Background: an optimization exercise with open tools, aiming at small area, a short achievable clock period and few clock cycles. Do not read the settings as production practice. In this exercise RTL edits were held to simulation tests only and were not proved equivalent to the original. No activity file was given, so power comes from the tool's default toggle rates.

Design go_back_n_sender_window, start of the top module:
module go_back_n_sender_window #(
    parameter int MAX_SLOTS        = 16,
    parameter int SEQUENCE_MODULUS = 127
) (
    input  logic        clk,
    input  logic        rst_n,
    input  logic        cfg_write,
    input  logic        cfg_index,
    input  logic [19:0] cfg_data,
    input  logic        in_valid,
    output logic        in_stall,
    input  logic [1:0]  operation,
    input  logic [6:0]  ack_sequence,
    output logic        out_valid,
    input  logic        out_stall,
    output logic [2:0]  event_res,
    output logic [6:0]  sequence_res,
    output logic [3:0]  slot,
    output logic [3:0]  released_count,
    output logic        last
);
For scale: ~2,100 cells after synthesis, ~470 flip-flops, roughly 56 I/O pins, roughly 23,000 um^2 of cells after synthesis.
export LEC_CHECK = 0
export CAP_MARGIN = 20
export CORE_MARGIN = 2
export CORE_UTILIZATION = 70
export CTS_CLUSTER_DIAMETER = 100
export CTS_CLUSTER_SIZE = 25
export SETUP_SLACK_MARGIN = 2.5
export SLEW_MARGIN = 20
create_clock -name core_clock -period 5.5 [get_ports {clk}]
standard.sh (not shown) runs the stock make flow with config.mk's settings and CLKGATE_MAP_FILE= SYNTH_SCRIPT=/design/flow/synth_recipe.tcl, a recipe that flattens the netlist after the stock synthesis.
==> flow/flow/run.sh <==
#!/bin/bash
# Standard layout (the standard.sh, standard synthesis script and steps), with one change:
# ADDER_MAP_FILE is left empty so Yosys does not extract full/half-adder cells and ABC maps
# the arithmetic as ordinary logic. All make/tool output goes to standard_flow.log here;
# ORFS's per-step logs stay under orfs/logs.
set -euo pipefail
bash standard.sh ADDER_MAP_FILE= finish > standard_flow.log 2>&1
Testbench counts at the start, summed over its fixed seeds: cycles 8,214.
Then changed:
--- a/flow/design.v
+++ b/flow/design.v
@@ -116,24 +116,25 @@
     endfunction
     function automatic logic [6:0] seq_inc(input logic [6:0] q);
         logic [21:0] r;
         r = padd({15'd0, q}, 22'd0, 1'b1);
         seq_inc = (q == 7'd126) ? 7'd0 : r[6:0];
     endfunction
     logic       e_v;
     logic [1:0] e_op;
     logic [6:0] e_a;
     logic       e_c;        
     logic       e_lts;      
     logic [3:0] e_x0;       
+    logic [3:0] e_p0;       
     logic [3:0]  lm1;       
     logic        tz;        
     logic [3:0]  oldest, newest, cnt;
     logic [3:0]  wd_n;
     logic [6:0]  s, os;     
     logic [19:0] now;
     logic [3:0]  ph_old, ph_new;
     logic [19:0] stamp [16];
     logic [19:0] ost;       
     logic        rs_active;
     logic [3:0]  rem;
     logic        pend;      
@@ -184,25 +185,25 @@
     logic [3:0] d4, k4, ph_idx, ack_slot, ack_next, cnt_new;
     assign x_0 = e_x0;                       
     assign x_m = add4(x_0, 4'hF);            
     assign x_p = add4(x_0, 4'd1);            
     assign slot_m = modl(x_m, oldest, wd);
     assign slot_0 = modl(x_0, oldest, wd);
     assign slot_p = modl(x_p, oldest, wd);
     assign d4       = a_lt_os ? x_m : x_0;
     assign k4       = a_lt_os ? x_0 : x_p;
     assign ack_slot = a_lt_os ? slot_m : slot_0;
     assign ack_next = a_lt_os ? slot_0 : slot_p;
     assign wd_n     = a_lt_os ? wmod(x_0, wd, lm1) : wmod(x_p, wd, lm1);
-    assign ph_idx   = a_lt_os ? add4(ph_old, x_0) : add4(ph_old, x_p);
+    assign ph_idx   = a_lt_os ? e_p0 : add4(e_p0, 4'd1);
     assign cnt_new  = a_lt_os ? add4(cnt, ~x_m) : add4(cnt, ~x_0);    
     logic [19:0] ylo;
     logic        zge;
     logic        n_lt, g_ge, expired, fire;
     assign n_lt    = ult({2'd0, now}, {2'd0, ost});
     assign g_ge    = !ult({2'd0, ylo}, {2'd0, ost});
     assign expired = pend ? tz : (n_lt ? (zge || g_ge) : (zge && g_ge));
     assign fire    = is_tick && !empty && expired;
     logic [3:0] lm1_wr;
     always_comb
     begin
         if (cfg_data[4:0] < 5'd2)
@@ -313,24 +314,25 @@
             end
         end
     end
     always_ff @(posedge clk)
     begin
         if (!in_stall)
         begin
             e_op  <= operation;
             e_a   <= ack_sequence;
             e_c   <= upd_os ? c_ack : c_keep;
             e_lts <= upd_s ? lts_send : lts_keep;
             e_x0  <= upd_os ? x0_ack : x0_keep;
+            e_p0  <= upd_os ? add4(ph_idx, x0_ack) : add4(ph_old, x0_keep);
         end
         if (pend || empty)
             ost <= now;
         else if (exec && is_ack && found)
             ost <= stamp[ph_idx];
         if (rs_active)
         begin
             if (out_free)
                 rem <= rem_dn[3:0];
         end
         else
             rem <= cnt_m1[3:0];
The changed run produced a clean layout.
Register-to-register slack improved by 0.49 ns.
Cell area came out lower by 5.3%.
Area after synthesis falls by 0.56%.
Routed wire length goes down by 18%.
Power went down by 17%.
Hold slack gets better by 0.069 ns.
Sequential share of layout area rose by 3.2 points.
Die area shrinks by 0.55%.
Via count decreases by 13%.
Fmax grows by 14%.
Final cell count fell by 6.8%.
Testbench counts after the change, summed over its fixed seeds: cycles 8,214.

## what the ideal ports hide
No port has a modelled driver above. Below, the same layouts with a new extraction and two added sets of constraints.
Step 1 sets driving cells, clkbuf_16 on the clock port and buf_2 on the other inputs (assumed; they add their load-dependent delay and slew).
Step 2 also shifts input and output timing later by t, the mid clock arrival at the registers, as if the neighbouring blocks saw the same clock.
a / b / c = no drivers / after step 1 / after step 2; a / b = the first two.
run	t (ns)	setup slack, ns	hold WS [ns]	slew at the worst register clock pin (ns)
the first run	0.633	1.927 / 1.927 / 1.833	0.497 / 0.465 / 0.587	0.11 / 0.11
the second run	0.622	2.377 / 2.392 / 1.770	0.567 / 0.576 / 0.601	0.11 / 0.11
After both steps setup and hold are still met in every run listed. The setup slack of the second run, which loses most, moves by +0.015 ns with the drivers and by -0.607 ns with both steps.
